From an optimization exercise on the open Yosys and OpenROAD flow, aimed at small area, a short achievable clock period and few clock cycles per item; shortcuts taken in it are not production practice.
At most, simulation tests tie the RTL to the original design; equivalence was not proved.
For run 6, only the layout was checked, not whether the RTL still works.
No activity file was given, so power comes from the tool's default toggle rates.

`flow/constraint.sdc`:
```
create_clock -name core_clock -period 4.5 [get_ports {clk}]
set_input_delay 0.9000 -clock core_clock [delete_from_list [all_inputs] [get_ports {clk}]]
set_output_delay 0.9000 -clock core_clock [all_outputs]
set_load 0.01 [all_outputs]
```
`flow/design.v`:
```
module bx_sequencer (
    input  logic       clk,
    input  logic       rst,
    input  logic       event_start,        
    input  logic       all_drained_done,   
    output logic       load,               
    output logic [2:0] bx,                 
    output logic       done                
);
    logic       busy;       
    logic       started;    
    logic       accept;     
    logic [2:0] bx_next;    
    assign accept  = event_start && !busy;           
    assign bx_next = started ? bx + 1'b1 : bx;       
    always_ff @(posedge clk) begin
        if (rst) begin
            busy    <= 1'b0;
            started <= 1'b0;
            load    <= 1'b0;
            bx      <= '0;
            done    <= 1'b0;
        end else begin
            load <= accept;                          
            done <= busy && all_drained_done;        
            if (accept) begin
                busy    <= 1'b1;
                started <= 1'b1;
                bx      <= bx_next;                  
            end else if (all_drained_done) begin
                busy <= 1'b0;                        
            end
        end
    end
endmodule
module mem_reader (
    input  logic        clk,
    input  logic        rst,
    input  logic        load,          
    input  logic [5:0]  item_count,    
    output logic        mem_rd_en,     
    output logic [4:0]  mem_rd_addr,   
    input  logic [43:0] mem_data,      
    input  logic        pop,           
    output logic        stat_valid,    
    output logic        stat_is_final, 
    output logic        stat_drained,  
    output logic [43:0] buf_word       
);
    logic [5:0]  remaining;    
    logic [4:0]  addr;         
    logic        pending;      
    logic        buf_valid;    
    logic        rd_en;        
    logic [43:0] buf_q;        
    assign rd_en = !load &&
                   (remaining != '0) &&
                   !pending &&
                   (!buf_valid || pop);
    assign mem_rd_en   = rd_en;
    assign mem_rd_addr = addr;
    always_ff @(posedge clk) begin
        if (rst) begin
            remaining <= '0;
            addr      <= '0;
            pending   <= 1'b0;
            buf_valid <= 1'b0;
        end else if (load) begin
            remaining <= item_count;            
            addr      <= '0;                    
            pending   <= 1'b0;
            buf_valid <= 1'b0;
        end else begin
            pending <= rd_en;
            if (rd_en) begin
                remaining <= remaining - 1'b1;
                addr      <= addr + 1'b1;
            end
            if (pending) begin
                buf_valid <= 1'b1;              
            end else if (pop) begin
                buf_valid <= 1'b0;              
            end
        end
    end
    always_ff @(posedge clk) begin
        if (pending) begin
            buf_q <= mem_data;                  
        end
    end
    assign buf_word = buf_q;
    assign stat_valid    = buf_valid;
    assign stat_is_final = buf_valid && (remaining == '0);    
    assign stat_drained  = !buf_valid && !pending && (remaining == '0);
endmodule
module stream_merger #(
    parameter int N_MEM = 12                                
) (
    input  logic                clk,
    input  logic                rst,
    input  logic                load,              
    input  logic [2:0]          bx,                
    input  logic [N_MEM-1:0]    stat_valid,        
    input  logic [N_MEM-1:0]    stat_is_final,
    input  logic [N_MEM-1:0]    stat_drained,
    input  logic [N_MEM*44-1:0] buf_word,          
    output logic [N_MEM-1:0]    pop,               
    output logic [53:0]         out_word,          
    output logic                out_req,           
    input  logic                out_ack,           
    output logic                all_drained_done   
);
    localparam int IDX_W = (N_MEM > 1) ? $clog2(N_MEM) : 1;
    localparam logic [1:0] S_IDLE    = 2'd0;   
    localparam logic [1:0] S_SCAN    = 2'd1;   
    localparam logic [1:0] S_REQ     = 2'd2;   
    localparam logic [1:0] S_ACK_LOW = 2'd3;   
    logic [1:0]       state;
    logic [IDX_W-1:0] idx;             
    logic [2:0]       bx_q;            
    logic             last_q;          
    logic             all_drained;     
    logic             rest_drained;    
    logic             take;            
    logic [53:0]      word_next;       
    logic             next_last;
    always_comb begin
        all_drained  = 1'b1;
        rest_drained = 1'b1;
        for (int k = 0; k < N_MEM; k++) begin
            if (!stat_drained[k]) begin
                all_drained = 1'b0;
                if (k > idx) begin
                    rest_drained = 1'b0;        
                end
            end
        end
    end
    assign take = (state == S_SCAN) && !all_drained && stat_valid[idx] && !out_ack;
    always_comb begin
        for (int k = 0; k < N_MEM; k++) begin
            pop[k] = take && (idx == k);        
        end
    end
    assign next_last = stat_is_final[idx] && rest_drained;
    assign word_next = {next_last,
                        bx_q,
                        2'(idx / 4),                   
                        2'(idx % 4),                   
                        2'b00,                         
                        buf_word[idx*44 +: 44]};
    assign all_drained_done = ((state == S_SCAN) && all_drained) ||
                              ((state == S_ACK_LOW) && !out_ack && last_q);
    always_ff @(posedge clk) begin
        if (rst) begin
            state   <= S_IDLE;
            idx     <= '0;
            out_req <= 1'b0;
            last_q  <= 1'b0;
        end else if (load) begin
            state <= S_SCAN;
            idx   <= '0;                               
        end else begin
            case (state)
                S_SCAN: begin
                    if (all_drained) begin
                        state <= S_IDLE;
                    end else if (take) begin
                        out_req <= 1'b1;
                        last_q  <= next_last;
                        state   <= S_REQ;
                    end else if (stat_drained[idx]) begin
                        idx <= idx + 1'b1;             
                    end
                end
                S_REQ: begin
                    if (out_ack) begin
                        out_req <= 1'b0;
                        state   <= S_ACK_LOW;
                    end
                end
                S_ACK_LOW: begin
                    if (!out_ack) begin
                        state <= last_q ? S_IDLE : S_SCAN;
                    end
                end
                default: begin
                    state <= S_IDLE;
                end
            endcase
        end
    end
    always_ff @(posedge clk) begin
        if (load) begin
            bx_q <= bx;                                
        end
        if (take) begin
            out_word <= word_next;
        end
    end
endmodule
module proj_readout_top (
    input  logic         clk,
    input  logic         rst,
    input  logic         event_start,    
    input  logic [71:0]  item_count,     
    input  logic [527:0] mem_data,       
    input  logic         out_ack,        
    output logic [11:0]  mem_rd_en,      
    output logic [59:0]  mem_rd_addr,    
    output logic [53:0]  out_word,       
    output logic         out_req,        
    output logic         done            
);
    localparam int N_MEM = 12;                 
    logic             load;                    
    logic [2:0]       bx;                      
    logic             all_drained_done;        
    logic [N_MEM-1:0] stat_valid;              
    logic [N_MEM-1:0] stat_is_final;
    logic [N_MEM-1:0] stat_drained;
    logic [N_MEM*44-1:0] buf_word;             
    logic [N_MEM-1:0] pop;                     
    bx_sequencer u_seq (
        .clk              (clk),
        .rst              (rst),
        .event_start      (event_start),
        .all_drained_done (all_drained_done),
        .load             (load),
        .bx               (bx),
        .done             (done)
    );
    for (genvar k = 0; k < N_MEM; k++) begin : g_reader
        mem_reader u_reader (
            .clk           (clk),
            .rst           (rst),
            .load          (load),
            .item_count    (item_count[6*k +: 6]),
            .mem_rd_en     (mem_rd_en[k]),
            .mem_rd_addr   (mem_rd_addr[5*k +: 5]),
            .mem_data      (mem_data[44*k +: 44]),
            .pop           (pop[k]),
            .stat_valid    (stat_valid[k]),
            .stat_is_final (stat_is_final[k]),
            .stat_drained  (stat_drained[k]),
            .buf_word      (buf_word[44*k +: 44])
        );
    end
    stream_merger #(
        .N_MEM (N_MEM)
    ) u_merger (
        .clk              (clk),
        .rst              (rst),
        .load             (load),
        .bx               (bx),
        .stat_valid       (stat_valid),
        .stat_is_final    (stat_is_final),
        .stat_drained     (stat_drained),
        .buf_word         (buf_word),
        .pop              (pop),
        .out_word         (out_word),
        .out_req          (out_req),
        .out_ack          (out_ack),
        .all_drained_done (all_drained_done)
    );
endmodule
```
`flow/run.sh`:
```
#!/bin/bash
# synth_recipe.tcl (not shown) runs the flow's synth.tcl, then flattens the netlist and writes it again
# the make line also repeats each setting of config.mk as NAME=value (left out here)
make -C /OpenROAD-flow-scripts/flow DESIGN_CONFIG=/design/flow/config.mk WORK_HOME=/design/flow/orfs CLKGATE_MAP_FILE= SYNTH_SCRIPT=/design/flow/synth_recipe.tcl finish
```
`flow/config.mk`:
```
export PLATFORM = sky130hd
export DESIGN_NAME = proj_readout_top
export DESIGN_NICKNAME = proj_readout_top
export VERILOG_FILES = /design/flow/design.v
export SDC_FILE = /design/flow/constraint.sdc
export NUM_CORES = 4
export LEC_CHECK = 0
export CAP_MARGIN = 20
export CORE_AREA = 10 10 300 300
export DIE_AREA = 0 0 310 310
export PLACE_DENSITY = 0.6
export SLEW_MARGIN = 20
```
==> flow_metrics.env, run 1 <==
export IMPL_worstHoldPathCells=0
export IMPL_fmax_mhz=227
export IMPL_register_area_sq_um=21000
export IMPL_cts_buffers=84
export IMPL_grt_pass1_wl_mm=159
export IMPL_drt_iter0_drc=1879
export IMPL_p_per_area_nw_per_um2=576
export IMPL_async_flop_share_pct=0
export IMPL_path_delay_family="buffers and inverters"
export IMPL_ant_nets=0
export IMPL_cap_viol_max_count=0
export IMPL_worst_setup_path_end_kind="primary output"
export IMPL_ios=732
export IMPL_grt_overflow=0
export IMPL_min_path_type="flip-flop to flip-flop"
export IMPL_die_width_microns=310
export IMPL_drt_met1_wl_mm=44.4
export IMPL_finalWorstSetupSlack_ns=0.0929
export IMPL_post_route_min_period_ns=4.41
export IMPL_setup_violations=0
export IMPL_hold_viol=0
export IMPL_ff2ff_setup_slack_ns=1.14
export IMPL_layout_commonest_cell="clkdlybuf4s50_1"
export IMPL_drtPass1Iterations=5
export IMPL_area_growth_pct=38.2
export IMPL_slew_violations=0
export IMPL_cp_slowest_cell="clkdlybuf4s50_1"
export IMPL_tightest_slew_ns=1.12
export IMPL_drt_total_wl_mm=114
export IMPL_routed_top_layer="met5"
export IMPL_start_util_pct=36.3
export IMPL_r2r_end="u_merger.out_word[6]$_DFFE_PP_"
export IMPL_ctsHoldBuffers=0
export IMPL_clk_path_buf_depth=3
export IMPL_crit_fanout=6
export IMPL_status="no timing/DRC/antenna violations"
export IMPL_antenna_found_initial=31
export IMPL_synth_avg_cell_area_sq_um=15.4
export IMPL_cpPeakStageDelay_ns=0.58
export IMPL_synth_seq_cells=754
export IMPL_path_clk_slew_ns=0.06
export IMPL_h_tree_depth=3
export IMPL_finClkSkew_ns=0.0478
export IMPL_vias=20800
export IMPL_dieArea_sq_um=96100
export IMPL_route_detailed_drc=0
export IMPL_worstPathRequired_ns=3.60
export IMPL_synth_edf_count=583
export IMPL_hp_start="u_merger.bx_q[2]$_DFFE_PP_"
export IMPL_coreArea_sq_um=83600
export IMPL_clkSinkCount=754
export IMPL_port_buffers=729
export IMPL_root_buffer="clkbuf_16"
export IMPL_hold_path_end="u_merger.out_word[52]$_DFFE_PP_"
export IMPL_yosysSeqAreaShare_pct=68.9
export IMPL_ir_drop_v=0.000299
export IMPL_syn_inst=1967
export IMPL_grt_setup_unrepaired="no"
export IMPL_place_ws_ns=0.149
export IMPL_wl_met2_mm=57.1
export IMPL_nFillCells=7049
export IMPL_critPathKind="primary input to primary output"
export IMPL_synth_area_sq_um=30400
export IMPL_cp_data_arrival_time_ns=3.51
export IMPL_final_cell_mix="728 x clkdlybuf4s50_1, 583 x edfxtp_1, 161 x nor2_1"
export IMPL_place_gp_congestion=0.886
export IMPL_met3WireLength_mm=10.0
export IMPL_grt_util_all_layers_pct=22.9
export IMPL_grt_max_degree=77
export IMPL_relSlewSlack_pct=25.3
export IMPL_drive_gt1_share_pct=12.5
export IMPL_grt_pass1_vias=21700
export IMPL_yosysUniqueCellTypes=75
export IMPL_whs_ns=0.422
export IMPL_crit_buf_inv=4
export IMPL_worstSkewPairLatency_ns=0.65
export IMPL_cts_tree="done"
export IMPL_fin_crit_sh_pct=97.9
export IMPL_cp_cell_sequence="clkdlybuf4s50_1, nor2_1, nand2b_4, buf_4, o41a_1, nor4_1, buf_4, clkdlybuf4s50_1"
export IMPL_hpwl_mm=82.2
export IMPL_via_per_inst=5.34
export IMPL_num_rows=106
export IMPL_multi_input_area_sq_um=8800
export IMPL_fin_setup_tns_ns=0
export IMPL_r2r_start="u_merger.idx[0]$_SDFFE_PP0P_"
export IMPL_cp_start_kind="primary input"
export IMPL_wl_per_cell_microns=29.3
export IMPL_synth_main_ff_cell="edfxtp_1"
export IMPL_leakagePower_nw=14.4
export IMPL_finalNetCount=3363
export IMPL_rr_worst_depth=5
export IMPL_yosysWarnings=3
export IMPL_die_y_microns=310
## cell families after synthesis
logic type	Yosys count	synth area share [%]
flops	754	68.9
simple gates	486	7.97
fa+ha+maj	32	1.32
buf+inv	154	2.14
other cells	1	0.0123
mux	213	11.8
compound gates	225	4.87
xor+xnor	102	2.94
## layer usage
layer,GRT usage (%),vias to the layer above
met4,6.02,22
met5,0,-
met2,38.6,890
met1,28.5,10700
met3,6.78,152
li1,-,9095
## cells in the mapped netlist, types with 22 or more instances
master,number,area [sq um]
edfxtp_1,583,17500
dfxtp_1,171,3420
nor2_1,162,608
nand2_1,118,443
mux4_2,116,2610
mux2i_1,94,941
clkbuf_1,65,244
xor2_1,63,552
o21ai_0,56,280
a21oi_1,48,240
inv_1,41,154
xnor2_1,39,342
a211oi_1,34,255
ha_1,32,400
nand4_1,31,194
nand3_1,28,140
nor3_1,25,125
o22ai_1,22,138
## worst max path at each step
stage                                 start           end  slack [ns]  depth (start not counted)
4_1_cts        u_merger.idx[2]$_SDFFE_PP0P_  mem_rd_en[4]       0.008                          7
5_1_grt                             out_ack  mem_rd_en[3]        0.01                          8
2_1_floorplan                       out_ack  mem_rd_en[4]        1.03                          7
3_5_place_dp                        out_ack  mem_rd_en[0]        0.15                          8
6_report                            out_ack  mem_rd_en[0]        0.09                          8
3_3_place_gp                        out_ack  mem_rd_en[3]        0.08                          8
## report_power, final
group	switching, mW	internal, mW
Combinational	3.33	2.83
Clock	2.92	4.25
Sequential	1.23	9.64
## per-stage QoR
step | cell area (sq um) | power (mW) | util, % | cells
after floorplan | 30400 | 14.3 | - | 1968
after global placement | 39000 | 17.0 | 46.7 | 3721
after detailed placement | 39000 | 17.2 | 46.7 | 3721
after CTS | 41900 | 24.5 | 50.2 | 3878
after global routing | 42000 | 25.4 | 50.2 | 3892
final | 42000 | 24.2 | 50.2 | 3896
## sequential cells by signal, indices dropped and copies added, names as in the netlist, named ones only
signal,flops
g_reader.u_reader.addr,60
g_reader.u_reader.buf_q,528
g_reader.u_reader.buf_valid,12
g_reader.u_reader.pending,12
g_reader.u_reader.remaining,72
u_merger.bx_q,3
u_merger.idx,4
u_merger.last_q,1
u_merger.out_req,1
u_merger.out_word,52
u_merger.state,1
u_seq.busy,1
u_seq.bx,3
u_seq.done,1
u_seq.load,1
u_seq.started,1
## cell type report
| type | instances | share of cell area [%] |
|---|---|---|
| Clock inverter | 51 | 1.54 |
| Sequential cell | 754 | 50.0 |
| Clock buffer | 106 | 5.40 |
| Inverter | 45 | 0.411 |
| Multi-Input combinational cell | 1060 | 21.0 |
| Tap cell | 1080 | 3.22 |
| Timing Repair Buffer | 782 | 18.4 |
| Antenna cell | 18 | 0.107 |
## what timing repair did
| item | 4_1_cts | 5_1_grt |
|---|---|---|
| buffers inserted | 0 | 0 |
| endpoints found under the setup margin | 0 | 4 |
| resized for setup | 0 | 1 |
Testbench counts, summed over its fixed seeds: cycles 120,595, words 22,694.
==> run 2, diff against run 1 <==
==> flow/design.v (replaced) <==
module proj_readout_top (
    input  logic         clk,
    input  logic         rst,
    input  logic         event_start,    
    input  logic [71:0]  item_count,     
    input  logic [527:0] mem_data,       
    input  logic         out_ack,        
    output logic [11:0]  mem_rd_en,      
    output logic [59:0]  mem_rd_addr,    
    output logic [53:0]  out_word,       
    output logic         out_req,        
    output logic         done            
);
    localparam int N_MEM = 12;
    logic             busy;       
    logic             arm;        
    logic             fin;        
    logic [2:0]       bx;         
    logic [3:0]       k;          
    logic [4:0]       a;          
    logic [5:0]       cnt;        
    logic [N_MEM-1:0] nzq;        
    logic [43:0]      data_q;     
    logic             last_q;     
    logic [N_MEM-1:0] nz;         
    logic [3:0]       k_first;    
    logic [N_MEM-1:0] above;      
    logic [3:0]       k_next;     
    logic             any_above;
    logic             end_of_mem; 
    logic             accept;     
    logic             ack_seen;   
    always_comb begin
        for (int j = 0; j < N_MEM; j++) begin
            nz[j]    = |item_count[6*j +: 6];
            above[j] = nzq[j] && (4'(j) > k);
        end
        k_first = '0;
        for (int j = N_MEM - 1; j >= 0; j--) begin
            if (nz[j]) k_first = 4'(j);
        end
        k_next = '0;
        for (int j = N_MEM - 1; j >= 0; j--) begin
            if (above[j]) k_next = 4'(j);
        end
    end
    assign any_above  = |above;
    assign end_of_mem = ({1'b0, a} + 6'd1) == cnt;
    assign accept     = event_start && !busy;
    assign ack_seen   = out_req && out_ack;
    always_ff @(posedge clk) begin
        if (rst) begin
            busy    <= 1'b0;
            arm     <= 1'b0;
            fin     <= 1'b0;
            out_req <= 1'b0;
            done    <= 1'b0;
            bx      <= 3'd7;
        end else begin
            done <= 1'b0;
            if (accept) begin
                bx   <= bx + 3'd1;
                arm  <= 1'b0;
                fin  <= 1'b0;
                a    <= '0;
                k    <= k_first;
                if (nz == '0) begin
                    done <= 1'b1;              
                end else begin
                    busy <= 1'b1;
                end
            end else if (busy) begin
                arm <= 1'b1;
                if (ack_seen) begin
                    out_req <= 1'b0;
                    if (!end_of_mem) begin
                        a <= a + 5'd1;
                    end else if (any_above) begin
                        a <= '0;
                        k <= k_next;
                    end else begin
                        fin <= 1'b1;
                    end
                end else if (!out_req && !out_ack) begin
                    if (fin) begin
                        done <= 1'b1;          
                        busy <= 1'b0;
                    end else if (arm) begin
                        out_req <= 1'b1;
                    end
                end
            end
        end
    end
    always_ff @(posedge clk) begin
        nzq    <= nz;
        cnt    <= item_count[6*k +: 6];
        data_q <= mem_data[44*k +: 44];
        last_q <= end_of_mem && !any_above;
    end
    assign mem_rd_en   = '1;
    assign mem_rd_addr = {N_MEM{a}};
    assign out_word    = {last_q, bx, k, 2'b00, data_q};
endmodule
==> flow_metrics.env, run 2 <==
export IMPL_status="no timing/DRC/antenna violations"
export IMPL_path_clk_slew_ns=0.08
export IMPL_pwr_share_seq_pct=27.4
export IMPL_cp_data_arrival_time_ns=3.11
export IMPL_r2r_start="a[0]$_SDFFCE_PN0P_"
export IMPL_largest_reg_flops=44
export IMPL_grt_pass1_wl_mm=80.5
export IMPL_dp_cells=2375
export IMPL_power_internal_mw=2.03
export IMPL_place_gp_congestion=0.902
export IMPL_slew_violations=0
export IMPL_ff2ff_setup_slack_ns=1.67
export IMPL_antenna_found_initial=27
export IMPL_cp_cell_sequence="clkdlybuf4s50_1, nor4_1, nand2_1, a41oi_1, o22ai_1, o31ai_1, o21ai_0"
export IMPL_dpl_cell_area_sq_um=15700
export IMPL_worstPathRequired_ns=4.62
export IMPL_netSwitchingPower_mw=0.926
export IMPL_switching_share_pct=31.3
export IMPL_crit_fanout=4
export IMPL_cpPeakStageDelay_ns=0.64
export IMPL_min_path_type="flip-flop to flip-flop"
export IMPL_cp_slowest_cell="nor4_1"
export IMPL_tightest_slew_ns=0.887
export IMPL_ios=732
export IMPL_drt_total_wl_mm=62.2
export IMPL_drtPass1Iterations=5
export IMPL_via_per_inst=3.64
export IMPL_worst_setup_path_end_kind="flip-flop"
export IMPL_synth_most_common_cell="mux4_2"
export IMPL_num_rows=106
export IMPL_synth_edf_count=9
export IMPL_yosysTopAreaCellShare_pct=43.5
export IMPL_nFillCells=9208
export IMPL_grt_util_all_layers_pct=12.2
export IMPL_synth_area_sq_um=7760
export IMPL_cts_buffers=9
export IMPL_multi_input_area_sq_um=5340
export IMPL_clkPwrFrac_pct=29.1
export IMPL_cts_tree="done"
export IMPL_drt_iter0_drc=546
export IMPL_yosysWarnings=1
export IMPL_grt_pass1_vias=9583
export IMPL_fin_crit_sh_pct=66.4
export IMPL_leakagePower_nw=5.49
export IMPL_finClkSkew_ns=0.0175
export IMPL_synth_avg_cell_area_sq_um=11.4
export IMPL_synth_main_ff_cell="dfxtp_1"
export IMPL_relSlewSlack_pct=40.3
export IMPL_setup_violations=0
export IMPL_final_cell_mix="717 x clkdlybuf4s50_1, 150 x mux4_2, 71 x nand2_1"
export IMPL_dieArea_sq_um=96100
export IMPL_largestRegisters="data_q: 44 flops, nzq: 11 flops, cnt: 6 flops"
export IMPL_cap_viol_max_count=0
export IMPL_hold_path_end="arm$_SDFFE_PP0P_"
export IMPL_fin_setup_tns_ns=0
export IMPL_port_buffers=717
export IMPL_cp_start_kind="primary input"
export IMPL_wl_per_cell_microns=25.9
export IMPL_hold_viol=0
export IMPL_pwr_share_comb_pct=43.5
export IMPL_post_route_min_period_ns=2.99
export IMPL_ant_nets=0
export IMPL_yosysUniqueCellTypes=46
export IMPL_coreArea_sq_um=83600
export IMPL_r2r_end="k[3]$_DFFE_PP_"
export IMPL_regMostFlops="data_q"
export IMPL_clk_path_buf_depth=2
export IMPL_start_util_pct=9.29
export IMPL_final_area_sq_um=16000
export IMPL_route_detailed_drc=0
export IMPL_synth_seq_cells=79
export IMPL_synth_area_top_cells="mux4_2 44%, dfxtp_1 18%, buf_4 6.9%, mux2i_1 6.4%, o21ai_0 3.7%"
export IMPL_area_growth_pct=107
export IMPL_vias=8732
export IMPL_yosysSeqAreaShare_pct=21.5
export IMPL_ctsHoldBuffers=0
export IMPL_netlist_top_cells_count="150 x mux4_2, 71 x buf_4, 71 x nand2_1"
export IMPL_worstHoldPathCells=2
export IMPL_drive_gt1_share_pct=14.0
export IMPL_layout_commonest_cell="clkdlybuf4s50_1"
export IMPL_finalNetCount=1914
export IMPL_async_flop_share_pct=0
export IMPL_cts_setup_buffers=0
export IMPL_crit_start="item_count[56]"
export IMPL_register_area_sq_um=1670
export IMPL_h_tree_depth=3
export IMPL_p_per_area_nw_per_um2=185
export IMPL_die_y_microns=310
export IMPL_syn_inst=681
export IMPL_grt_overflow=0
export IMPL_worstSkewPairLatency_ns=0.38
export IMPL_final_cells=2401
export IMPL_yosys_area_top_type="mux4_2"
export IMPL_grt_setup_unrepaired="no"
export IMPL_ctsResizeCount=0
export IMPL_clkSinkCount=79
export IMPL_root_buffer="clkbuf_16"
export IMPL_fmax_mhz=335
export IMPL_critPathKind="primary input to flip-flop"
export IMPL_rr_worst_depth=7
export IMPL_hp_start="arm$_SDFFE_PP0P_"
export IMPL_hpwl_mm=54.9
export IMPL_die_width_microns=310
export IMPL_ir_drop_v=0.000148
export IMPL_grt_max_degree=81
run 2: changes by cell type after synthesis, sizes merged, moves of 35 or more:
cell / delta
clkbuf: -50
nand2: -48
mux2i: -44
dfxtp: -101
a21oi: -35
buf: +67
nor2: -123
edfxtp: -574
xor2: -58
run 2: layer usage:
metal | routed length (microns) | share of wire [%] | track usage, %
met1 | 24600 | 40 | 14.2
met2 | 29800 | 48 | 20.1
met3 | 6400 | 10 | 4.87
met4 | 1270 | 2.0 | 4.34
met5 | 60 | 0.097 | 0
run 2: cell families (layout without fill, tap and decap cells):
family	count (synthesis)	in the layout	synth area share (%)
other	2	24	0.0967
XOR/XNOR	10	10	1.13
buffers and inverters	134	752	10.4
AO/OA/AOI/OAI	97	97	7.19
adder cells (fa/ha/maj)	4	4	0.645
AND/OR/NAND/NOR	155	155	9.04
flip-flops	79	79	21.5
multiplexers	200	200	50.0
run 2: cell type report:
cell class / count / share of cell area [%]
timing repair buffer: 728 / 45.6
multi-input combinational: 480 / 33.3
sequential: 79 / 10.4
tap: 1080 / 8.43
clock buffer: 10 / 1.56
clock inverter: 6 / 0.359
inverter: 8 / 0.203
antenna: 10 / 0.156
run 2: power by group through the flow:
| stage | registers, mW | logic, mW | clock network [mW] |
|---|---|---|---|
| 2_1_floorplan | 0.837 | 0.449 | 0 |
| 3_5_place_dp | 0.827 | 1.30 | 0 |
| 6_report | 0.810 | 1.29 | 0.862 |
| 3_3_place_gp | 0.826 | 1.30 | 0 |
| 4_1_cts | 0.811 | 1.31 | 0.920 |
| 5_1_grt | 0.817 | 1.36 | 0.929 |
run 2: how the worst max path moves through the flow:
| stage | end | slack, ns | cells after the start |
|---|---|---|---|
| after floorplan | k[0]$_DFFE_PP_ | 2.03 | 7 |
| after global placement | k[0]$_DFFE_PP_ | 1.21 | 7 |
| after detailed placement | k[0]$_DFFE_PP_ | 1.17 | 7 |
| after CTS | out_word[46] | 1.42 | 2 |
| after global routing | out_word[46] | 1.36 | 2 |
| final | k[0]$_DFFE_PP_ | 1.51 | 7 |
run 2: worst max-delay path: cells and delay by family:
kind	cells	cell delay, ns
and+or+nand+nor	2	0.89
AOI/OAI and AO/OA	4	0.87
buffers and inverters	1	0.43
run 2: per-stage QoR:
step | utilization (%) | setup slack (ns) | hold WS (ns) | power (mW)
global route | 19.2 | 1.36 | 0.554 | 3.11
floorplan | - | 2.03 | 0.456 | 1.29
CTS | 19.2 | 1.42 | 0.503 | 3.04
detailed placement | 18.8 | 1.17 | 0.485 | 2.13
global placement | 18.8 | 1.21 | 0.477 | 2.12
finish | 19.2 | 1.51 | 0.498 | 2.96
Testbench counts of run 2, summed over its fixed seeds: cycles 92,696, words 22,694.
==> run 3, diff against run 2 <==
--- a/flow/design.v
+++ b/flow/design.v
@@ -1,3 +1,11 @@
+module aoi222 (
+    input  logic a1, a2,
+    input  logic b1, b2,
+    input  logic c1, c2,
+    output logic y
+);
+    assign y = ~((a1 & a2) | (b1 & b2) | (c1 & c2));
+endmodule
 module proj_readout_top (
     input  logic         clk,
     input  logic         rst,
@@ -12,6 +20,7 @@
     output logic         done            
 );
     localparam int N_MEM = 12;
+    localparam int SEL_W = 50;            
     logic             busy;       
     logic             arm;        
     logic             fin;        
@@ -19,32 +28,50 @@
     logic [3:0]       k;          
     logic [4:0]       a;          
     logic [5:0]       cnt;        
-    logic [N_MEM-1:0] nzq;        
+    logic [3:0]       nk;         
+    logic             any_q;      
     logic [43:0]      data_q;     
     logic             last_q;     
     logic [N_MEM-1:0] nz;         
+    logic [N_MEM-1:0] above;      
     logic [3:0]       k_first;    
-    logic [N_MEM-1:0] above;      
-    logic [3:0]       k_next;     
-    logic             any_above;
+    logic [3:0]       k_above;    
     logic             end_of_mem; 
     logic             accept;     
     logic             ack_seen;   
     always_comb begin
         for (int j = 0; j < N_MEM; j++) begin
             nz[j]    = |item_count[6*j +: 6];
-            above[j] = nzq[j] && (4'(j) > k);
+            above[j] = nz[j] && (4'(j) > k);
         end
         k_first = '0;
+        k_above = '0;
         for (int j = N_MEM - 1; j >= 0; j--) begin
-            if (nz[j]) k_first = 4'(j);
-        end
-        k_next = '0;
-        for (int j = N_MEM - 1; j >= 0; j--) begin
-            if (above[j]) k_next = 4'(j);
+            if (nz[j])    k_first = 4'(j);
+            if (above[j]) k_above = 4'(j);
         end
     end
-    assign any_above  = |above;
+    logic [N_MEM-1:0] ksel;
+    logic [SEL_W-1:0] src [N_MEM];
+    logic [SEL_W-1:0] sel_n [N_MEM/3];
+    logic [SEL_W-1:0] sel;
+    always_comb begin
+        for (int j = 0; j < N_MEM; j++) begin
+            ksel[j] = (k == 4'(j));
+            src[j]  = {item_count[6*j +: 6], mem_data[44*j +: 44]};
+        end
+    end
+    for (genvar g = 0; g < N_MEM / 3; g++) begin : g_grp
+        for (genvar i = 0; i < SEL_W; i++) begin : g_bit
+            aoi222 u_aoi (
+                .a1 (ksel[3*g]),     .a2 (src[3*g][i]),
+                .b1 (ksel[3*g + 1]), .b2 (src[3*g + 1][i]),
+                .c1 (ksel[3*g + 2]), .c2 (src[3*g + 2][i]),
+                .y  (sel_n[g][i])
+            );
+        end
+    end
+    assign sel = ~(sel_n[0] & sel_n[1] & sel_n[2] & sel_n[3]);
     assign end_of_mem = ({1'b0, a} + 6'd1) == cnt;
     assign accept     = event_start && !busy;
     assign ack_seen   = out_req && out_ack;
@@ -75,9 +102,9 @@
                     out_req <= 1'b0;
                     if (!end_of_mem) begin
                         a <= a + 5'd1;
-                    end else if (any_above) begin
+                    end else if (any_q) begin
                         a <= '0;
-                        k <= k_next;
+                        k <= nk;
                     end else begin
                         fin <= 1'b1;
                     end
@@ -93,10 +120,11 @@
         end
     end
     always_ff @(posedge clk) begin
-        nzq    <= nz;
-        cnt    <= item_count[6*k +: 6];
-        data_q <= mem_data[44*k +: 44];
-        last_q <= end_of_mem && !any_above;
+        nk     <= k_above;
+        any_q  <= |above;
+        cnt    <= sel[49:44];
+        data_q <= sel[43:0];
+        last_q <= end_of_mem && !any_q;
     end
     assign mem_rd_en   = '1;
     assign mem_rd_addr = {N_MEM{a}};
--- a/flow/config.mk
+++ b/flow/config.mk
@@ -10,3 +10,5 @@
 export DIE_AREA = 0 0 310 310
 export PLACE_DENSITY = 0.6
 export SLEW_MARGIN = 20
+export SYNTH_HIERARCHICAL = 1
+export SYNTH_MINIMUM_KEEP_SIZE = 0
==> flow_metrics.env, run 3 <==
export IMPL_synth_most_common_cell="a222oi_1"
export IMPL_regMostFlops="data_q"
export IMPL_synth_area_top_cells="a222oi_1 36%, dfxtp_1 23%, buf_4 9.5%, nand4_1 6.3%, edfxtp_1 4.9%"
export IMPL_grt_util_met2_pct=23.6
export IMPL_wl_per_cell_microns=32.6
export IMPL_crit_fanout=24
export IMPL_clk_path_buf_depth=2
export IMPL_power_internal_mw=1.79
export IMPL_critPathKind="flip-flop to flip-flop"
export IMPL_fin_setup_tns_ns=0
export IMPL_drt_total_wl_mm=77.2
export IMPL_clkSinkCount=73
export IMPL_grt_setup_unrepaired="no"
export IMPL_dp_cells=2348
export IMPL_cts_setup_buffers=0
export IMPL_nFillCells=9401
export IMPL_finalNetCount=1887
export IMPL_relSlewSlack_pct=29.7
export IMPL_finClkSkew_ns=0.0169
export IMPL_route_detailed_drc=0
export IMPL_netSwitchingPower_mw=0.845
export IMPL_grt_pass1_vias=10100
export IMPL_h_tree_depth=3
export IMPL_yosysSeqAreaShare_pct=28.0
export IMPL_largestRegisters="data_q: 44 flops, cnt: 6 flops, a: 5 flops"
export IMPL_leakagePower_nw=4.63
export IMPL_async_flop_share_pct=0
export IMPL_vias=9875
export IMPL_start_util_pct=6.63
export IMPL_coreArea_sq_um=83600
export IMPL_netlist_top_cells_count="200 x a222oi_1, 70 x buf_4, 64 x dfxtp_1"
export IMPL_cap_viol_max_count=0
export IMPL_grt_max_degree=51
export IMPL_drive_gt1_share_pct=5.14
export IMPL_clkPwrFrac_pct=28.5
export IMPL_cp_data_arrival_time_ns=3.53
export IMPL_antenna_found_initial=48
export IMPL_final_cell_mix="717 x clkdlybuf4s50_1, 200 x a222oi_1, 64 x dfxtp_1"
export IMPL_fmax_mhz=307
export IMPL_status="no timing/DRC/antenna violations"
export IMPL_slew_violations=0
export IMPL_via_per_inst=4.17
export IMPL_worstPathRequired_ns=4.78
export IMPL_pwr_share_seq_pct=29.5
export IMPL_path_clk_slew_ns=0.07
export IMPL_die_width_microns=310
export IMPL_cts_tree="done"
export IMPL_synth_edf_count=9
export IMPL_num_rows=106
export IMPL_yosysWarnings=10
export IMPL_port_buffers=717
export IMPL_grt_util_all_layers_pct=15.0
export IMPL_yosysTopAreaCellShare_pct=36.1
export IMPL_busiest_layer="met2"
export IMPL_die_y_microns=310
export IMPL_yosysUniqueCellTypes=56
export IMPL_ant_nets=0
export IMPL_ctsHoldBuffers=0
export IMPL_ios=732
export IMPL_largest_reg_flops=44
export IMPL_cp_start_kind="flip-flop"
export IMPL_ir_drop_v=0.000139
export IMPL_syn_inst=584
export IMPL_synth_area_sq_um=5540
export IMPL_p_per_area_nw_per_um2=186
export IMPL_area_growth_pct=156
export IMPL_tightest_slew_ns=1.05
export IMPL_dieArea_sq_um=96100
export IMPL_synth_seq_cells=73
export IMPL_hold_viol=0
export IMPL_drt_iter0_drc=1852
export IMPL_setup_violations=0
export IMPL_final_cells=2369
export IMPL_fin_crit_sh_pct=72.3
export IMPL_grtUsageMet3_pct=7.82
export IMPL_register_area_sq_um=1550
export IMPL_yosys_area_top_type="a222oi_1"
export IMPL_switching_share_pct=32.0
export IMPL_min_path_type="flip-flop to flip-flop"
export IMPL_synth_main_ff_cell="dfxtp_1"
export IMPL_layout_commonest_cell="clkdlybuf4s50_1"
export IMPL_ctsResizeCount=0
export IMPL_pwr_share_comb_pct=42.0
export IMPL_multi_input_area_sq_um=3560
export IMPL_grt_overflow=0
export IMPL_use_met1_pct=17.8
export IMPL_root_buffer="clkbuf_16"
export IMPL_cts_buffers=9
export IMPL_grt_pass1_wl_mm=96.1
export IMPL_place_gp_congestion=0.917
export IMPL_drtPass1Iterations=9
export IMPL_synth_avg_cell_area_sq_um=9.49
export IMPL_hpwl_mm=66.4
export IMPL_post_route_min_period_ns=3.25
export IMPL_worst_setup_path_end_kind="flip-flop"
export IMPL_worstSkewPairLatency_ns=0.38
## run 3: cell families (layout without fill, tap and decap cells)
group	Yosys count	after routing	share of synthesized area [%]
xor+xnor	10	10	1.58
other cells	2	20	0.136
fa+ha+maj	4	4	0.903
buf+inv	83	770	10.4
simple gates	170	170	17.7
flops	73	73	28.0
compound gates	242	242	41.4
## run 3: power by group through the flow
stage / Clock, mW / Combinational [mW] / Sequential [mW]
2_1_floorplan: 0 / 0.233 / 0.799
3_3_place_gp: 0 / 1.11 / 0.792
3_5_place_dp: 0 / 1.11 / 0.793
4_1_cts: 0.819 / 1.12 / 0.778
5_1_grt: 0.830 / 1.17 / 0.787
6_report: 0.751 / 1.11 / 0.778
## run 3: path summary, 6_finish.rpt
kind                         start            endpoint  slack, ns  cells after the start
setup / recovery    k[0]$_DFFE_PP_  data_q[19]$_DFF_P_       1.25                      5
hold / removal    arm$_SDFFE_PP0P_    arm$_SDFFE_PP0P_       0.50                      2
hold reg to reg   arm$_SDFFE_PP0P_    arm$_SDFFE_PP0P_       0.50                      2
setup reg to reg    k[0]$_DFFE_PP_  data_q[19]$_DFF_P_       1.25                      5
## run 3: layout make-up
class / instances / area share, %
tap: 1080 / 9.52
multi-input combinational: 440 / 25.1
antenna: 6 / 0.106
clock buffer: 9 / 1.59
clock inverter: 6 / 0.300
timing repair buffer: 748 / 52.3
sequential: 73 / 10.9
inverter: 7 / 0.185
## run 3: metrics by stage
| stage | worst slack [ns] | cell area, sq um | hold slack, ns | utilization [%] | total power [mW] |
|---|---|---|---|---|---|
| CTS | 1.16 | 14200 | 0.497 | 17.0 | 2.72 |
| global route | 1.10 | 14200 | 0.528 | 17.0 | 2.78 |
| floorplan | 0.255 | 5610 | 0.449 | - | 1.03 |
| finish | 1.25 | 14200 | 0.499 | 17.0 | 2.64 |
| global placement | 1.05 | 13900 | 0.474 | 16.6 | 1.90 |
| detailed placement | 1.10 | 13900 | 0.480 | 16.6 | 1.91 |
## run 3: critical path, stage by stage (launching register included)
cell      delay, ns
edfxtp_1       0.89
nand2_1        0.39
nor3_2         0.77
buf_4          0.48
a222oi_1       0.29
nand4_1        0.28
## run 3: Yosys stat by module (local to each module, per instance)
module | area (sq um) | copies in the design | flip-flops and latches
proj_readout_top | 3540 | 1 | 73
aoi222 | 10.0 | 200 | 0
## run 3: routing by layer
metal  part of all wire (%)  wire length, microns
met5                   0.45                   345
met4                    1.9                  1460
met3                     14                 11100
met2                     44                 34300
met1                     39                 30000
Testbench counts of run 3, summed over its fixed seeds: cycles 92,696, words 22,694.
==> run 4, diff against run 3 <==
==> flow/flow/run.sh (new file) <==
#!/bin/bash
# Standard layout, with the smallest buffer on every input and output port.
set -uo pipefail
export BUFFER_PORTS_ARGS="-buffer_cell sky130_fd_sc_hd__buf_1"
bash standard.sh > standard.log 2>&1
==> flow/standard.sh (new file) <==
#!/bin/bash
# synth_recipe.tcl (not shown) runs the flow's synth.tcl, then flattens the netlist and writes it again
# the make line also repeats each setting of config.mk as NAME=value (left out here)
make -C /OpenROAD-flow-scripts/flow DESIGN_CONFIG=/design/flow/config.mk WORK_HOME=/design/flow/orfs CLKGATE_MAP_FILE= SYNTH_SCRIPT=/design/flow/synth_recipe.tcl "${@:-finish}"
--- a/flow/config.mk
+++ b/flow/config.mk
@@ -6,9 +6,10 @@
 export NUM_CORES = 4
 export LEC_CHECK = 0
 export CAP_MARGIN = 20
-export CORE_AREA = 10 10 300 300
-export DIE_AREA = 0 0 310 310
+export CORE_AREA = 5 5 155 155
+export DIE_AREA = 0 0 160 160
 export PLACE_DENSITY = 0.6
+export SETUP_SLACK_MARGIN = 2.6
 export SLEW_MARGIN = 20
 export SYNTH_HIERARCHICAL = 1
 export SYNTH_MINIMUM_KEEP_SIZE = 0
removed: flow/run.sh
==> flow_metrics.env, run 4 <==
export IMPL_status="aborted with a tool error"
export IMPL_haltStage="3_2_place_iop"
export IMPL_stop_error="[ERROR PPL-0024] Number of IO pins (732) exceeds maximum number of available positions (572). Increase the die perimeter from 640.00um to 995.52um."
export IMPL_synthAdderAreaFrac_pct=0.903
export IMPL_synth_main_ff_cell="dfxtp_1"
export IMPL_netlist_top_cells_count="200 x a222oi_1, 70 x buf_4, 64 x dfxtp_1"
export IMPL_synth_edf_count=9
export IMPL_start_util_pct=25.2
export IMPL_yosys_area_top_type="a222oi_1"
export IMPL_die_width_microns=160
export IMPL_synth_top_family_by_area="compound AO/OA/AOI/OAI gates"
export IMPL_yosysTopAreaCellShare_pct=36.1
export IMPL_synth_area_sq_um=5540
export IMPL_yosysUniqueCellTypes=56
export IMPL_num_rows=54
export IMPL_synth_area_top_cells="a222oi_1 36%, dfxtp_1 23%, buf_4 9.5%, nand4_1 6.3%, edfxtp_1 4.9%"
export IMPL_synth_seq_cells=73
export IMPL_die_y_microns=160
export IMPL_yosysSeqAreaShare_pct=28.0
export IMPL_synth_avg_cell_area_sq_um=9.49
export IMPL_synth_mux_area_share_pct=0
export IMPL_syn_inst=584
export IMPL_yosysWarnings=10
export IMPL_async_flop_share_pct=0
export IMPL_synth_compound_gate_area_share_pct=41.4
export IMPL_synth_xor_area_share_pct=1.58
export IMPL_synth_most_common_cell="a222oi_1"
export IMPL_synthSimpleGateAreaFrac_pct=17.7
[run 4: cell counts after synthesis]
Identical to the previous run, type by type.
[run 4: cell families after synthesis]
kind of cell               after synthesis
DFF                                     73
other                                    2
and+or+nand+nor                        170
xor gates and xnor gates                10
AOI/OAI and AO/OA                      242
adders and majority gates                4
buffers and inverters                   83
[run 4: per-module statistics from Yosys, one instance, submodules excluded]
module	area (sq um)	cells inside	times used	flip-flops and latches
proj_readout_top	3540	384	1	73
aoi222	10.0	1	200	0
==> run 5, diff against run 4 <==
--- a/flow/config.mk
+++ b/flow/config.mk
@@ -6,8 +6,8 @@
 export NUM_CORES = 4
 export LEC_CHECK = 0
 export CAP_MARGIN = 20
-export CORE_AREA = 5 5 155 155
-export DIE_AREA = 0 0 160 160
+export CORE_AREA = 5 5 245 245
+export DIE_AREA = 0 0 250 250
 export PLACE_DENSITY = 0.6
 export SETUP_SLACK_MARGIN = 2.6
 export SLEW_MARGIN = 20
==> flow_metrics.env, run 5 <==
export IMPL_status="no timing/DRC/antenna violations"
export IMPL_yosysTopAreaCellShare_pct=36.1
export IMPL_layout_commonest_cell="buf_1"
export IMPL_fin_setup_tns_ns=0
export IMPL_syn_inst=584
export IMPL_clkSinkCount=73
export IMPL_worstPathRequired_ns=4.76
export IMPL_wl_per_cell_microns=30.8
export IMPL_die_y_microns=250
export IMPL_synth_seq_cells=73
export IMPL_power_internal_mw=1.50
export IMPL_worst_setup_path_end_kind="flip-flop"
export IMPL_place_ws_ns=1.49
export IMPL_hold_viol=0
export IMPL_pwr_share_comb_pct=36.8
export IMPL_synth_main_ff_cell="dfxtp_1"
export IMPL_dp_cells=2030
export IMPL_regMostFlops="data_q"
export IMPL_grt_util_all_layers_pct=19.3
export IMPL_clkPwrFrac_pct=31.3
export IMPL_final_cells=2202
export IMPL_synth_area_sq_um=5540
export IMPL_fmax_mhz=429
export IMPL_yosys_area_top_type="a222oi_1"
export IMPL_setup_violations=0
export IMPL_leakagePower_nw=4.13
export IMPL_yosysSeqAreaShare_pct=28.0
export IMPL_pwr_share_seq_pct=31.9
export IMPL_ios=732
export IMPL_multi_input_area_sq_um=3950
export IMPL_antenna_found_initial=22
export IMPL_drtPass1Iterations=11
export IMPL_slew_violations=0
export IMPL_yosysUniqueCellTypes=56
export IMPL_finClkSkew_ns=0.0190
export IMPL_synth_most_common_cell="a222oi_1"
export IMPL_nFillCells=6377
export IMPL_switching_share_pct=37.0
export IMPL_finalNetCount=2032
export IMPL_num_rows=88
export IMPL_netlist_top_cells_count="200 x a222oi_1, 70 x buf_4, 64 x dfxtp_1"
export IMPL_ctsHoldBuffers=0
export IMPL_path_clk_slew_ns=0.07
export IMPL_h_tree_depth=3
export IMPL_start_util_pct=9.66
export IMPL_critPathKind="primary input to flip-flop"
export IMPL_largestRegisters="data_q: 44 flops, cnt: 6 flops, a: 5 flops"
export IMPL_port_buffers=717
export IMPL_largest_reg_flops=44
export IMPL_yosysWarnings=10
export IMPL_crit_fanout=5
export IMPL_drt_iter0_drc=2232
export IMPL_route_detailed_drc=0
export IMPL_netSwitchingPower_mw=0.885
export IMPL_grt_max_degree=27
export IMPL_grt_pass1_wl_mm=84.3
export IMPL_place_gp_congestion=1.03
export IMPL_grt_overflow=0
export IMPL_clk_path_buf_depth=2
export IMPL_ant_nets=0
export IMPL_async_flop_share_pct=0
export IMPL_dieArea_sq_um=62500
export IMPL_whs_ns=0.492
export IMPL_die_width_microns=250
export IMPL_grt_setup_unrepaired="yes"
export IMPL_synth_avg_cell_area_sq_um=9.49
export IMPL_cp_start_kind="primary input"
export IMPL_cap_viol_max_count=0
export IMPL_coreArea_sq_um=57400
export IMPL_cp_data_arrival_time_ns=2.60
export IMPL_min_path_type="flip-flop to flip-flop"
export IMPL_synth_edf_count=9
export IMPL_ir_drop_v=0.000181
export IMPL_worstSkewPairLatency_ns=0.39
export IMPL_synth_area_top_cells="a222oi_1 36%, dfxtp_1 23%, buf_4 9.5%, nand4_1 6.3%, edfxtp_1 4.9%"
export IMPL_fin_crit_sh_pct=51.9
export IMPL_p_per_area_nw_per_um2=195
export IMPL_area_growth_pct=121
export IMPL_grt_pass1_vias=10600
export IMPL_root_buffer="clkbuf_16"
export IMPL_drt_total_wl_mm=67.8
export IMPL_tightest_slew_ns=0.771
export IMPL_final_cell_mix="661 x buf_1, 200 x a222oi_1, 102 x buf_6"
export IMPL_hpwl_mm=45.3
export IMPL_vias=11100
export IMPL_cts_tree="done"
export IMPL_cts_buffers=9
export IMPL_post_route_min_period_ns=2.33
export IMPL_finalWorstSetupSlack_ns=2.17
export IMPL_via_per_inst=5.02
export IMPL_drive_gt1_share_pct=21.6
export IMPL_register_area_sq_um=1560
export IMPL_relSlewSlack_pct=48.6
export IMPL_post_layout_total_power_mw=2.39
[run 5: stage by stage]
step / util (%) / area, sq um
2_1_floorplan: - / 5840
3_3_place_gp: 16.0 / 9150
3_5_place_dp: 16.0 / 9150
4_1_cts: 20.1 / 11500
5_1_grt: 21.4 / 12200
6_report: 21.4 / 12300
[run 5: worst max-delay path, cell delays in order]
cell	delay [ns]
buf_6	0.09
or4_4	0.54
nor3_4	0.29
a31oi_2	0.15
or3b_4	0.41
or2_1	0.21
[run 5: modules after synthesis (local to each module, per instance)]
module / cells / cell area, sq um
aoi222: 1 / 10.0
proj_readout_top: 384 / 3540
[run 5: worst paths after layout]
| check | startpoint | endpoint | slack, ns | cells past startpoint |
|---|---|---|---|---|
| worst min-delay path | bx[1]$_SDFFE_PP1P_ | bx[1]$_SDFFE_PP1P_ | 0.49 | 2 |
| worst max register to register | k[1]$_DFFE_PP_ | data_q[18]$_DFF_P_ | 2.28 | 7 |
| worst max-delay path | item_count[56] | any_q$_DFF_P_ | 2.17 | 6 |
| worst min register to register | bx[1]$_SDFFE_PP1P_ | bx[1]$_SDFFE_PP1P_ | 0.49 | 2 |
[run 5: cells by family after synthesis]
| group | Yosys count | synth area share, % |
|---|---|---|
| buffers and inverters | 83 | 10.4 |
| XOR/XNOR | 10 | 1.58 |
| flip-flops | 73 | 28.0 |
| adder cells (fa/ha/maj) | 4 | 0.903 |
| AO/OA/AOI/OAI | 242 | 41.4 |
| AND/OR/NAND/NOR | 170 | 17.7 |
| other | 2 | 0.136 |
[run 5: cell type report]
cell class	count	area share, %
Sequential cell	73	12.7
Antenna cell	8	0.163
Timing Repair Buffer	893	44.6
Inverter	7	0.214
Multi-Input combinational cell	440	32.2
Clock buffer	10	1.87
Tap cell	765	7.81
Clock inverter	6	0.347
[run 5: layer usage]
layer,wire [microns],track usage (%)
met5,80,0
met4,3310,7.97
met3,9570,8.66
met2,31400,32.1
met1,23400,21.6
[run 5: power by group through the flow]
stage	Combinational, mW	Sequential, mW	Clock, mW
global route	0.924	0.771	0.813
finish	0.879	0.763	0.747
detailed placement	0.639	0.795	0
CTS	0.808	0.763	0.796
global placement	0.637	0.795	0
floorplan	0.245	0.801	0
[run 5: what timing repair did]
action,CTS,global route
pin swaps,128,104
setup endpoints to repair,150,142
resized for setup,181,134
cloned,22,6
buffers inserted,95,25
==> run 6, diff against run 5 <==
--- a/flow/design.v
+++ b/flow/design.v
@@ -30,6 +30,7 @@
     logic [5:0]       cnt;        
     logic [3:0]       nk;         
     logic             any_q;      
+    logic [N_MEM-1:0] nzq;        
     logic [43:0]      data_q;     
     logic             last_q;     
     logic [N_MEM-1:0] nz;         
@@ -42,7 +43,7 @@
     always_comb begin
         for (int j = 0; j < N_MEM; j++) begin
             nz[j]    = |item_count[6*j +: 6];
-            above[j] = nz[j] && (4'(j) > k);
+            above[j] = nzq[j] && (4'(j) > k);
         end
         k_first = '0;
         k_above = '0;
@@ -120,6 +121,7 @@
         end
     end
     always_ff @(posedge clk) begin
+        nzq    <= nz;
         nk     <= k_above;
         any_q  <= |above;
         cnt    <= sel[49:44];
--- a/flow/config.mk
+++ b/flow/config.mk
@@ -9,7 +9,7 @@
 export CORE_AREA = 5 5 245 245
 export DIE_AREA = 0 0 250 250
 export PLACE_DENSITY = 0.6
-export SETUP_SLACK_MARGIN = 2.6
+export SETUP_SLACK_MARGIN = 2.4
 export SLEW_MARGIN = 20
 export SYNTH_HIERARCHICAL = 1
 export SYNTH_MINIMUM_KEEP_SIZE = 0
==> flow_metrics.env, run 6 <==
export IMPL_status="no timing/DRC/antenna violations"
export IMPL_ctsHoldBuffers=0
export IMPL_cp_start_kind="flip-flop"
export IMPL_async_flop_share_pct=0
export IMPL_worstPathRequired_ns=4.72
export IMPL_ff2ff_setup_slack_ns=2.22
export IMPL_yosysSeqAreaShare_pct=30.5
export IMPL_critPathKind="flip-flop to flip-flop"
export IMPL_min_path_type="flip-flop to flip-flop"
export IMPL_dieArea_sq_um=62500
export IMPL_post_route_min_period_ns=2.28
export IMPL_yosys_area_top_type="a222oi_1"
export IMPL_grt_util_all_layers_pct=20.2
export IMPL_drt_iter0_drc=2139
export IMPL_clkPwrFrac_pct=31.6
export IMPL_port_buffers=717
export IMPL_nFillCells=6524
export IMPL_num_rows=88
export IMPL_crit_start="k[3]$_DFFE_PP_"
export IMPL_die_y_microns=250
export IMPL_vias=10700
export IMPL_leakagePower_nw=3.43
export IMPL_place_ws_ns=1.46
export IMPL_clk_path_buf_depth=2
export IMPL_syn_inst=608
export IMPL_yosysWarnings=10
export IMPL_finalNetCount=1982
export IMPL_clkSinkCount=84
export IMPL_synth_seq_cells=84
export IMPL_place_gp_congestion=0.970
export IMPL_hpwl_mm=54.8
export IMPL_grt_pass1_wl_mm=87.4
export IMPL_cp_slowest_cell="a222oi_1"
export IMPL_post_layout_total_power_mw=2.48
export IMPL_grt_util_met2_pct=31.4
export IMPL_regMostFlops="data_q"
export IMPL_route_detailed_drc=0
export IMPL_use_met1_pct=23.2
export IMPL_ir_drop_v=0.000191
export IMPL_layout_commonest_cell="buf_1"
export IMPL_path_clk_slew_ns=0.07
export IMPL_cts_buffers=9
export IMPL_fin_setup_tns_ns=0
export IMPL_cp_cell_sequence="buf_6, nand2b_4, nor2_4, buf_6, buf_4, a222oi_1, nand4_1"
export IMPL_finClkSkew_ns=0.00975
export IMPL_largestRegisters="data_q: 44 flops, nzq: 11 flops, cnt: 6 flops"
export IMPL_critPathCapture="data_q[16]$_DFF_P_"
export IMPL_cp_data_arrival_time_ns=2.50
export IMPL_grtUsageMet3_pct=10.8
export IMPL_pwr_share_comb_pct=33.8
export IMPL_busiest_layer="met2"
export IMPL_synth_avg_cell_area_sq_um=9.55
export IMPL_die_width_microns=250
export IMPL_p_per_area_nw_per_um2=227
export IMPL_crit_fanout=10
export IMPL_area_growth_pct=88.4
export IMPL_finalWorstSetupSlack_ns=2.22
export IMPL_antenna_found_initial=47
export IMPL_final_area_sq_um=10900
export IMPL_ant_nets=0
export IMPL_fmax_mhz=439
export IMPL_grt_setup_unrepaired="yes"
export IMPL_fin_crit_sh_pct=50.7
export IMPL_relSlewSlack_pct=39.6
export IMPL_grt_overflow=0
export IMPL_netlist_top_cells_count="200 x a222oi_1, 75 x dfxtp_1, 70 x buf_4"
export IMPL_synth_most_common_cell="a222oi_1"
export IMPL_drive_gt1_share_pct=14.1
export IMPL_synth_main_ff_cell="dfxtp_1"
export IMPL_cpPeakStageDelay_ns=0.62
export IMPL_worst_setup_path_end_kind="flip-flop"
export IMPL_dpl_cell_area_sq_um=9270
export IMPL_start_util_pct=10.1
export IMPL_synth_edf_count=9
export IMPL_h_tree_depth=3
export IMPL_synth_area_sq_um=5800
export IMPL_ios=732
export IMPL_coreArea_sq_um=57400
export IMPL_netSwitchingPower_mw=0.946
export IMPL_yosysUniqueCellTypes=47
export IMPL_via_per_inst=4.95
export IMPL_power_internal_mw=1.54
export IMPL_r2r_end="data_q[16]$_DFF_P_"
export IMPL_yosysTopAreaCellShare_pct=34.5
export IMPL_tightest_slew_ns=0.906
export IMPL_rr_worst_depth=7
export IMPL_slew_violations=0
export IMPL_drt_total_wl_mm=69.8
export IMPL_switching_share_pct=38.1
export IMPL_pwr_share_seq_pct=34.7
export IMPL_largest_reg_flops=44
export IMPL_r2r_start="k[3]$_DFFE_PP_"
export IMPL_setup_violations=0
export IMPL_worstSkewPairLatency_ns=0.38
export IMPL_cap_viol_max_count=0
export IMPL_drtPass1Iterations=10
export IMPL_cts_tree="done"
export IMPL_wl_per_cell_microns=32.2
export IMPL_crit_top_cell="buf_6"
export IMPL_final_cell_mix="691 x buf_1, 200 x a222oi_1, 75 x dfxtp_1"
export IMPL_hold_viol=0
export IMPL_grt_pass1_vias=10200
export IMPL_grt_max_degree=52
export IMPL_synth_area_top_cells="a222oi_1 34%, dfxtp_1 26%, buf_4 9.1%, nand4_1 6.0%, edfxtp_1 4.7%"
export IMPL_root_buffer="clkbuf_16"
==> run 6: repair_timing <==
| action | in CTS | in global routing |
|---|---|---|
| resized for setup | 93 | 44 |
| endpoints found under the setup margin | 139 | 76 |
| pin swaps | 23 | 44 |
| gates cloned | 7 | 5 |
| setup buffers | 54 | 18 |
==> run 6: final cells by class <==
type | count | area, sq um | share of cell area (%)
clock buffer | 9 | 225 | 2.06
timing repair buffer | 815 | 3840 | 35.1
sequential | 84 | 1770 | 16.2
inverter | 10 | 40.0 | 0.366
antenna | 23 | 57.6 | 0.526
clock inverter | 7 | 50.0 | 0.458
tap | 765 | 957 | 8.75
multi-input combinational | 454 | 3990 | 36.5
==> run 6: cell families (layout without fill, tap and decap cells) <==
logic type | Yosys count | in the layout | share of synthesized area (%)
flops | 84 | 84 | 30.5
fa+ha+maj | 4 | 4 | 0.862
simple gates | 173 | 179 | 16.1
buf+inv | 88 | 841 | 10.2
other cells | 2 | 37 | 0.129
compound gates | 247 | 247 | 40.4
xor+xnor | 10 | 10 | 1.77
==> run 6: worst max-delay path: cells and delay by family (launching register included) <==
family | cells | cell delay, ns
compound gates | 1 | 0.62
simple gates | 3 | 0.46
buf+inv | 3 | 0.50
flops | 1 | 0.52
==> run 6: worst min path at each step <==
stage / from / endpoint / slack (ns) / depth (start not counted)
after floorplan: nzq[1]$_DFF_P_ / nk[1]$_SDFF_PP0_ / 0.43 / 1
after global placement: arm$_SDFFE_PP0P_ / arm$_SDFFE_PP0P_ / 0.48 / 2
after detailed placement: nzq[1]$_DFF_P_ / nk[1]$_SDFF_PP0_ / 0.48 / 1
after CTS: nzq[1]$_DFF_P_ / nk[1]$_SDFF_PP0_ / 0.47 / 1
after global routing: nzq[1]$_DFF_P_ / nk[1]$_SDFF_PP0_ / 0.51 / 1
final: nzq[1]$_DFF_P_ / nk[1]$_SDFF_PP0_ / 0.49 / 1
==> run 6: routing by layer <==
metal | up-vias | wire (microns)
li1 | 4362 | -
met1 | 5157 | 24600
met2 | 995 | 30600
met3 | 183 | 10800
met4 | 30 | 3500
met5 | - | 179
==> run 6: Yosys stat by module (local to each module, per instance) <==
module	times used	area (sq um)
aoi222	200	10.0
proj_readout_top	1	3800
==> run 6: per-stage QoR <==
stage               utilization (%)  cells  hold slack, ns
floorplan                         -    620           0.427
global placement               16.2   2044           0.477
detailed placement             16.2   2044           0.482
CTS                            18.2   2121           0.475
global route                   19.0   2157           0.514
finish                         19.1   2167           0.490
==> run 6: power by group through the flow <==
stage	Clock, mW	Combinational, mW	Sequential, mW
3_5_place_dp	0	0.694	0.895
6_report	0.783	0.838	0.860
5_1_grt	0.853	0.889	0.868
4_1_cts	0.832	0.800	0.861
3_3_place_gp	0	0.692	0.895
2_1_floorplan	0	0.263	0.903
==> run 7, diff against run 6 <==
--- a/flow/design.v
+++ b/flow/design.v
@@ -20,7 +20,6 @@
     output logic         done            
 );
     localparam int N_MEM = 12;
-    localparam int SEL_W = 50;            
     logic             busy;       
     logic             arm;        
     logic             fin;        
@@ -52,27 +51,37 @@
             if (above[j]) k_above = 4'(j);
         end
     end
-    logic [N_MEM-1:0] ksel;
-    logic [SEL_W-1:0] src [N_MEM];
-    logic [SEL_W-1:0] sel_n [N_MEM/3];
-    logic [SEL_W-1:0] sel;
+    logic [N_MEM-1:0] kdec;       
+    logic [N_MEM-1:0] ksel;       
+    logic [5:0]       cnt_n [N_MEM/3];
+    logic [43:0]      data_n [N_MEM/3];
+    logic [5:0]       cnt_sel;
+    logic [43:0]      data_sel;
     always_comb begin
         for (int j = 0; j < N_MEM; j++) begin
-            ksel[j] = (k == 4'(j));
-            src[j]  = {item_count[6*j +: 6], mem_data[44*j +: 44]};
+            kdec[j] = (k == 4'(j));
         end
     end
     for (genvar g = 0; g < N_MEM / 3; g++) begin : g_grp
-        for (genvar i = 0; i < SEL_W; i++) begin : g_bit
+        for (genvar i = 0; i < 6; i++) begin : g_cnt
             aoi222 u_aoi (
-                .a1 (ksel[3*g]),     .a2 (src[3*g][i]),
-                .b1 (ksel[3*g + 1]), .b2 (src[3*g + 1][i]),
-                .c1 (ksel[3*g + 2]), .c2 (src[3*g + 2][i]),
-                .y  (sel_n[g][i])
+                .a1 (kdec[3*g]),     .a2 (item_count[6*(3*g) + i]),
+                .b1 (kdec[3*g + 1]), .b2 (item_count[6*(3*g + 1) + i]),
+                .c1 (kdec[3*g + 2]), .c2 (item_count[6*(3*g + 2) + i]),
+                .y  (cnt_n[g][i])
+            );
+        end
+        for (genvar i = 0; i < 44; i++) begin : g_dat
+            aoi222 u_aoi (
+                .a1 (ksel[3*g]),     .a2 (mem_data[44*(3*g) + i]),
+                .b1 (ksel[3*g + 1]), .b2 (mem_data[44*(3*g + 1) + i]),
+                .c1 (ksel[3*g + 2]), .c2 (mem_data[44*(3*g + 2) + i]),
+                .y  (data_n[g][i])
             );
         end
     end
-    assign sel = ~(sel_n[0] & sel_n[1] & sel_n[2] & sel_n[3]);
+    assign cnt_sel  = ~(cnt_n[0] & cnt_n[1] & cnt_n[2] & cnt_n[3]);
+    assign data_sel = ~(data_n[0] & data_n[1] & data_n[2] & data_n[3]);
     assign end_of_mem = ({1'b0, a} + 6'd1) == cnt;
     assign accept     = event_start && !busy;
     assign ack_seen   = out_req && out_ack;
@@ -124,8 +133,9 @@
         nzq    <= nz;
         nk     <= k_above;
         any_q  <= |above;
-        cnt    <= sel[49:44];
-        data_q <= sel[43:0];
+        ksel   <= kdec;
+        cnt    <= cnt_sel;
+        data_q <= data_sel;
         last_q <= end_of_mem && !any_q;
     end
     assign mem_rd_en   = '1;
==> flow_metrics.env, run 7 <==
export IMPL_async_flop_share_pct=0
export IMPL_synth_area_sq_um=6020
export IMPL_synth_edf_count=9
export IMPL_grt_overflow=0
export IMPL_status="no timing/DRC/antenna violations"
export IMPL_hpwl_mm=49.5
export IMPL_leakagePower_nw=3.09
export IMPL_whs_ns=0.480
export IMPL_ios=732
export IMPL_grt_max_degree=30
export IMPL_finalNetCount=1941
export IMPL_regMostFlops="data_q"
export IMPL_final_cell_mix="712 x buf_1, 200 x a222oi_1, 75 x dfxtp_1"
export IMPL_cp_data_arrival_time_ns=2.32
export IMPL_num_rows=88
export IMPL_worstSkewPairLatency_ns=0.39
export IMPL_drtPass1Iterations=10
export IMPL_ant_nets=0
export IMPL_finClkSkew_ns=0.0160
export IMPL_cts_tree="done"
export IMPL_largest_reg_flops=44
export IMPL_grt_setup_unrepaired="yes"
export IMPL_ff2ff_setup_slack_ns=2.37
export IMPL_wl_per_cell_microns=28.3
export IMPL_drt_iter0_drc=2007
export IMPL_r2r_end="cnt[0]$_DFF_P_"
export IMPL_cap_viol_max_count=0
export IMPL_fin_crit_sh_pct=47.4
export IMPL_cp_start_kind="flip-flop"
export IMPL_yosysSeqAreaShare_pct=33.4
export IMPL_grt_pass1_wl_mm=77.2
export IMPL_synth_area_top_cells="a222oi_1 33%, dfxtp_1 29%, buf_4 8.7%, nand4_1 5.6%, edfxtp_1 4.5%"
export IMPL_antenna_found_initial=25
export IMPL_fmax_mhz=469
export IMPL_yosysWarnings=9
export IMPL_vias=10100
export IMPL_die_width_microns=250
export IMPL_p_per_area_nw_per_um2=248
export IMPL_area_growth_pct=68.3
export IMPL_yosysTopAreaCellShare_pct=33.3
export IMPL_die_y_microns=250
export IMPL_clkSinkCount=96
export IMPL_relSlewSlack_pct=30.5
export IMPL_ir_drop_v=0.000142
export IMPL_root_buffer="clkbuf_16"
export IMPL_hold_path_end="fin$_SDFFE_PP0P_"
export IMPL_worstPathRequired_ns=4.69
export IMPL_rr_worst_depth=5
export IMPL_yosysUniqueCellTypes=49
export IMPL_cts_buffers=9
export IMPL_fin_setup_tns_ns=0
export IMPL_coreArea_sq_um=57400
export IMPL_post_route_min_period_ns=2.13
export IMPL_largestRegisters="data_q: 44 flops, ksel: 12 flops, nzq: 11 flops"
export IMPL_yosys_area_top_type="a222oi_1"
export IMPL_drive_gt1_share_pct=8.37
export IMPL_drt_total_wl_mm=59.8
export IMPL_route_detailed_drc=0
export IMPL_nFillCells=6554
export IMPL_min_path_type="flip-flop to flip-flop"
export IMPL_place_gp_congestion=0.973
export IMPL_critPathKind="flip-flop to flip-flop"
export IMPL_h_tree_depth=3
export IMPL_syn_inst=617
export IMPL_post_layout_total_power_mw=2.51
export IMPL_grt_pass1_vias=9578
export IMPL_netlist_top_cells_count="200 x a222oi_1, 87 x dfxtp_1, 70 x buf_4"
export IMPL_r2r_start="k[0]$_DFFE_PP_"
export IMPL_layout_commonest_cell="buf_1"
export IMPL_worst_setup_path_end_kind="flip-flop"
export IMPL_grt_util_all_layers_pct=17.6
export IMPL_synth_most_common_cell="a222oi_1"
export IMPL_dieArea_sq_um=62500
export IMPL_via_per_inst=4.77
export IMPL_register_area_sq_um=2030
export IMPL_crit_fanout=7
export IMPL_hp_start="fin$_SDFFE_PP0P_"
export IMPL_slew_violations=0
export IMPL_start_util_pct=10.5
export IMPL_port_buffers=717
export IMPL_hold_viol=0
export IMPL_synth_avg_cell_area_sq_um=9.76
export IMPL_tightest_slew_ns=1.04
export IMPL_worstHoldPathCells=2
export IMPL_path_clk_slew_ns=0.08
export IMPL_clk_path_buf_depth=2
export IMPL_synth_seq_cells=96
export IMPL_setup_violations=0
export IMPL_multi_input_area_sq_um=3620
export IMPL_synth_main_ff_cell="dfxtp_1"
-- run 7: changes by cell type after synthesis, sizes merged, moves of 3 or more --
cell	before	now
o21bai	7	2
nor4	14	11
xor2	5	2
inv	10	6
clkbuf	8	11
dfxtp	75	87
-- run 7: timing repair --
action	in CTS	in global routing
pin swaps	3	10
hold buffers	0	0
setup endpoints to repair	93	73
buffers inserted	27	5
gates cloned	0	0
endpoints found under the hold margin	0	0
gates resized for setup	9	19
-- run 7: per-stage QoR --
stage	utilization [%]	setup WS, ns	instances	cell area [sq um]
2_1_floorplan	-	2.34	629	6120
3_3_place_gp	16.4	1.84	2054	9400
3_5_place_dp	16.4	1.80	2054	9400
4_1_cts	17.4	2.39	2097	9980
5_1_grt	17.6	2.32	2103	10100
6_report	17.7	2.37	2111	10100
-- run 7: modules after synthesis (local to each module, per instance) --
module            copies in the design  area (sq um)  cells inside  flip-flops and latches
aoi222                             200          10.0             1                       0
proj_readout_top                     1          4020           417                      96
-- run 7: logic make-up (layout without fill, tap and decap cells) --
kind of cell / after synthesis / after routing / synth area share [%]
AO/OA/AOI/OAI: 249 / 249 / 38.8
AND/OR/NAND/NOR: 170 / 170 / 15.2
flip-flops: 96 / 96 / 33.4
buffers and inverters: 87 / 796 / 9.79
XOR/XNOR: 9 / 9 / 1.81
adder cells (fa/ha/maj): 4 / 4 / 0.831
other: 2 / 22 / 0.125
-- run 7: critical path: stages, from the launching register on --
cell	delay (ns)
edfxtp_1	0.44
buf_4	0.17
nand2b_1	0.15
nor2_1	0.17
a222oi_1	0.70
nand4_1	0.29
-- run 7: worst max path at each step --
stage / from / endpoint / slack, ns / cells past startpoint
floorplan: a[2]$_SDFFCE_PN0P_ / k[0]$_DFFE_PP_ / 2.34 / 4
global placement: item_count[67] / k[1]$_DFFE_PP_ / 1.84 / 6
detailed placement: item_count[67] / k[1]$_DFFE_PP_ / 1.80 / 6
CTS: a[1]$_SDFFCE_PN0P_ / mem_rd_addr[51] / 2.39 / 2
global route: a[1]$_SDFFCE_PN0P_ / mem_rd_addr[21] / 2.32 / 2
finish: k[0]$_DFFE_PP_ / cnt[0]$_DFF_P_ / 2.37 / 5
-- run 7: per-layer routing --
layer  wire length (microns)  GRT usage [%]  vias to the layer above
li1                        -              -                     4278
met1                   23300           21.7                     4815
met5                     126              0                        -
met4                    1590           4.83                       20
met3                    7420           7.26                      108
met2                   27400           28.5                      845
-- run 7: layout make-up --
cell class                 count  share of cell area (%)
antenna                        8                   0.198
clock inverter                 7                   0.902
multi-input combinational    446                    35.7
tap                          765                    9.45
timing repair buffer         774                    31.3
sequential                    96                    20.0
clock buffer                   9                    2.22
inverter                       6                   0.222
-- run 7: where the power goes --
| part | total (mW) | internal (mW) | switching, mW |
|---|---|---|---|
| logic | 0.653 | 0.277 | 0.376 |
| registers | 0.986 | 0.931 | 0.0553 |
| clock network | 0.872 | 0.408 | 0.465 |
Testbench counts of run 7, summed over its fixed seeds: cycles 92,696, words 22,694.

==> afterwards: timing with drivers on the ports <==
The results above use ideal ports. As a check the final layouts listed here were re-extracted and re-timed, cells and wires unchanged.
Step 1 sets driving cells, clkbuf_16 on the clock port and buf_2 on the other inputs (assumed; they add their load-dependent delay and slew).
Step 2, shift: input delay + t, output delay - t, t = (earliest + latest rising clock arrival at the registers) / 2. This alone moves slack from input paths to output paths.
a / b / c = no drivers / after step 1 / after step 2; a / b = the first two.
run | t (ns) | setup WS [ns]
run 1 | 0.685 | 0.093 / 0.033 / 0.033
run 2 | 0.435 | 1.513 / 1.452 / 1.107
run 3 | 0.436 | 1.246 / 1.246 / 1.086
run 5 | 0.433 | 2.167 / 2.161 / 1.728
run 6 | 0.436 | 2.220 / 2.220 / 1.992
run 7 | 0.428 | 2.366 / 2.341 / 1.946
After both steps setup and hold are still met in every run listed.
